Context: an optimization exercise on an open-source flow, tuned for small area and a short achievable clock period. The choices shown serve that exercise and are no tape-out recipe. Where RTL was checked, it was by simulation tests only, not by an equivalence proof against the original. The clock input has no modelled driver; a real chip could not lean on it and would need a root buffer or a full tree. Power figures rest on the tool's default switching activity, not on a simulated workload.

branch juniper:
==> module strawman_rx_fsm, before the edit <==
module strawman_rx_fsm #(
  parameter int DATA_LINE_WIDTH = 40,
  parameter int WORD_SIZE       = 32,
  parameter int TIMEOUT_CYCLES  = 64
) (
  input  logic                       clk,
  input  logic                       rst,
  input  logic [DATA_LINE_WIDTH-1:0] i_flit,
  input  logic                       i_flit_valid,
  output logic [1075:0]              o_protocol_bus,
  output logic                       o_valid,
  input  logic                       i_ready,
  output logic                       o_err,
  output logic                       o_overflow,
  output logic                       o_busy
);
  if (DATA_LINE_WIDTH != 40 || WORD_SIZE != 32 || TIMEOUT_CYCLES < 1) begin : g_bad_cfg
    $error("strawman_rx_fsm: unsupported parameter set");
  end
  logic r_ex, r_dat, r_done, r_busy;
  logic r_valid, r_err, r_ovf;
  logic        rx_mode;
  logic [2:0]  rx_cmd, rx_len;
  logic        rx_azero;           
  logic [31:0] rx_addr;
  logic [5:0]  rx_f1, rx_f2;
  logic [1023:0] rx_data;
  logic [4:0]  r_cnt;
  logic        ob_mode;
  logic [2:0]  ob_cmd, ob_len;
  logic [31:0] ob_addr;
  logic [5:0]  ob_f1, ob_f2;
  logic [1023:0] ob_data;
  logic w_hdr, w_bad, w_good, w_last, w_dwe, w_exwe, w_load, w_hold;
  logic [2:0] h_cmd, h_len;
  logic h_mode;
  assign h_mode = i_flit[0];
  assign h_cmd  = i_flit[4:2];
  assign h_len  = i_flit[7:5];
  assign w_hdr  = !r_busy && i_flit_valid && i_flit[1];
  assign w_bad  = h_cmd > 3'd2 || h_len > 3'd5;
  assign w_good = w_hdr && !w_bad;
  assign w_last = r_cnt == 5'((6'd1 << rx_len) - 6'd1);
  assign w_dwe  = r_dat && i_flit_valid;
  assign w_exwe = r_ex && i_flit_valid;
  assign w_load = r_done && (!r_valid || i_ready);
  assign w_hold = r_valid && !i_ready;
  always_ff @(posedge clk) begin
    if (rst) begin
      r_ex    <= 1'b0;
      r_dat   <= 1'b0;
      r_done  <= 1'b0;
      r_busy  <= 1'b0;
      r_valid <= 1'b0;
      r_err   <= 1'b0;
      r_ovf   <= 1'b0;
    end else begin
      r_ex    <= w_good ? (h_mode && h_cmd != 3'd2) : (r_ex && !i_flit_valid);
      r_dat   <= w_good ? (h_cmd != 3'd0 && !(h_mode && h_cmd != 3'd2)) :
                 w_exwe ? (rx_cmd != 3'd0) : (r_dat && !(i_flit_valid && w_last));
      r_done  <= w_good ? (!h_mode && h_cmd == 3'd0) :
                 (w_exwe && rx_cmd == 3'd0) || (w_dwe && w_last);
      r_busy  <= w_good || (r_busy && !r_done);
      r_valid <= w_load || w_hold;
      r_err   <= w_hdr && w_bad;
      if (r_done && !w_load) r_ovf <= 1'b1;
    end
  end
  always_ff @(posedge clk) begin
    if (w_good) begin
      rx_mode  <= h_mode;
      rx_cmd   <= h_cmd;
      rx_len   <= h_len;
      rx_azero <= h_mode || h_cmd == 3'd2;
      rx_f1    <= i_flit[13:8];
      rx_f2    <= i_flit[19:14];
      rx_addr  <= i_flit[39:8];
      r_cnt    <= 5'd0;
    end else begin
      if (w_exwe) begin
        rx_addr  <= i_flit[31:0];
        rx_azero <= 1'b0;
      end
      if (w_dwe) r_cnt <= r_cnt + 5'd1;
    end
  end
  for (genvar k = 0; k < 32; k++) begin : g_word
    logic w_sel, w_we;
    assign w_sel = r_dat && r_cnt == 5'(k);
    assign w_we  = w_sel && i_flit_valid;
    always_ff @(posedge clk)
      rx_data[32*k +: 32] <= (i_flit[31:0] & {32{w_we}}) | (rx_data[32*k +: 32] & {32{r_dat}});
  end
  always_ff @(posedge clk) begin
    ob_mode <= (rx_mode & w_load) | (ob_mode & w_hold);
    ob_cmd  <= (rx_cmd & {3{w_load}}) | (ob_cmd & {3{w_hold}});
    ob_len  <= (rx_len & {3{w_load}}) | (ob_len & {3{w_hold}});
    ob_addr <= (rx_addr & {32{w_load && !rx_azero}}) | (ob_addr & {32{w_hold}});
    ob_f1   <= (rx_f1 & {6{w_load && rx_mode}}) | (ob_f1 & {6{w_hold}});
    ob_f2   <= (rx_f2 & {6{w_load && rx_mode}}) | (ob_f2 & {6{w_hold}});
    ob_data <= (rx_data & {1024{w_load}}) | (ob_data & {1024{w_hold}});
  end
  assign o_protocol_bus = {ob_f2, ob_f1, ob_data, ob_addr, ob_len, ob_cmd, 1'b1, ob_mode};
  assign o_valid    = r_valid;
  assign o_err      = r_err;
  assign o_overflow = r_ovf;
  assign o_busy     = r_busy;
endmodule
clock: 5.0 ns
lec_check: 0
cap_margin: 20
core_margin: 2
core_utilization: 40
setup_slack_margin: 2.8
slew_margin: 20
standard.sh (not shown) runs the stock make flow with config.mk's settings and CLKGATE_MAP_FILE= SYNTH_SCRIPT=/design/flow/synth_recipe.tcl, a recipe that flattens the netlist after the stock synthesis.
==> flow/flow/run.sh <==
#!/bin/bash
cp standard.sh standard.sh.txt
export BUFFER_PORTS_ARGS="-buffer_cell sky130_fd_sc_hd__buf_2"
export PRE_CTS_TCL="$(pwd)/flow/cts_hook.tcl"
export MCTS_REGIONS=4
export MCTS_CLUSTER=30
export PRE_RESIZE_TCL="$(pwd)/flow/resize_hook.tcl"
export MAX_FANOUT_LIMIT=32
bash standard.sh MATCH_CELL_FOOTPRINT=0 finish > standard.log 2>&1
Other scripts of this flow, unchanged in this note and not shown: flow/flow/cts_hook.tcl, flow/flow/mcts.tcl, flow/flow/resize_hook.tcl
Edits applied to the flow inputs when going from branch juniper to branch violet:
--- a/flow/design.v
+++ b/flow/design.v
@@ -23,11 +23,11 @@
   logic [2:0]  rx_cmd, rx_len;
   logic        rx_azero;           
   logic [31:0] rx_addr;
   logic [5:0]  rx_f1, rx_f2;
   logic [1023:0] rx_data;
-  logic [4:0]  r_cnt;
+  logic [31:0] r_sel;             
   logic        ob_mode;
   logic [2:0]  ob_cmd, ob_len;
   logic [31:0] ob_addr;
   logic [5:0]  ob_f1, ob_f2;
   logic [1023:0] ob_data;
@@ -38,11 +38,20 @@
   assign h_cmd  = i_flit[4:2];
   assign h_len  = i_flit[7:5];
   assign w_hdr  = !r_busy && i_flit_valid && i_flit[1];
   assign w_bad  = h_cmd > 3'd2 || h_len > 3'd5;
   assign w_good = w_hdr && !w_bad;
-  assign w_last = r_cnt == 5'((6'd1 << rx_len) - 6'd1);
+  always_comb begin
+    case (rx_len)
+      3'd0:    w_last = r_sel[0];
+      3'd1:    w_last = r_sel[1];
+      3'd2:    w_last = r_sel[3];
+      3'd3:    w_last = r_sel[7];
+      3'd4:    w_last = r_sel[15];
+      default: w_last = r_sel[31];
+    endcase
+  end
   assign w_dwe  = r_dat && i_flit_valid;
   assign w_exwe = r_ex && i_flit_valid;
   assign w_load = r_done && (!r_valid || i_ready);
   assign w_hold = r_valid && !i_ready;
   always_ff @(posedge clk) begin
@@ -65,30 +74,30 @@
       r_err   <= w_hdr && w_bad;
       if (r_done && !w_load) r_ovf <= 1'b1;
     end
   end
   always_ff @(posedge clk) begin
-    if (w_good) begin
+    if (!r_busy) begin
       rx_mode  <= h_mode;
       rx_cmd   <= h_cmd;
       rx_len   <= h_len;
       rx_azero <= h_mode || h_cmd == 3'd2;
       rx_f1    <= i_flit[13:8];
       rx_f2    <= i_flit[19:14];
       rx_addr  <= i_flit[39:8];
-      r_cnt    <= 5'd0;
+      r_sel    <= 32'h1;
     end else begin
       if (w_exwe) begin
         rx_addr  <= i_flit[31:0];
         rx_azero <= 1'b0;
       end
-      if (w_dwe) r_cnt <= r_cnt + 5'd1;
+      if (w_dwe) r_sel <= {r_sel[30:0], 1'b0};
     end
   end
   for (genvar k = 0; k < 32; k++) begin : g_word
     logic w_sel, w_we;
-    assign w_sel = r_dat && r_cnt == 5'(k);
+    assign w_sel = r_dat && r_sel[k];
     assign w_we  = w_sel && i_flit_valid;
     always_ff @(posedge clk)
       rx_data[32*k +: 32] <= (i_flit[31:0] & {32{w_we}}) | (rx_data[32*k +: 32] & {32{r_dat}});
   end
   always_ff @(posedge clk) begin
==> run notes <==
Portion of the post-synthesis area used by sequential elements of branch violet is on par with branch juniper.
For share of the clock period used by the worst path after layout, branch juniper and branch violet come out practically identical.
Combinational share of power for branch violet: 0.2 points down relative to branch juniper
Of branch violet and branch juniper, the lower worst clock skew belongs to branch juniper.
Half-perimeter wire length of the detailed placement result, branch violet and branch juniper: lower on branch violet
Against branch juniper, branch violet comes in 0.57 points higher on mux cell area share after synthesis.
No functional check of the RTL was part of branch violet. In every run of this note, the design's own scripts or RTL, not TritonCTS, make the clock network.

separate check: timing with driven ports:
The flow's constraints put no driver on any port. The routed layouts listed below were extracted and timed again, unchanged, in two steps.
Step 1 assumes that a clkbuf_16 drives the clock port and a buf_2 every other input.
Step 2 also shifts input and output timing later by t, the mid clock arrival at the registers, as if the neighbouring blocks saw the same clock.
Slacks: no drivers / after step 1 / after step 2; pairs: no drivers / after step 1.
run | t (ns) | setup WS [ns] | worst setup path at the end | worst data-port slew with drivers (ns)
branch juniper | 0.764 | 2.798 / 2.603 / 2.100 | input to register | 0.25
branch violet | 0.760 | 2.802 / 2.611 / 2.147 | input to register | 0.11
After both steps every run listed still meets setup and hold. For branch juniper, which loses most, drivers alone change the setup slack by -0.195 ns; drivers and shift together by -0.698 ns.
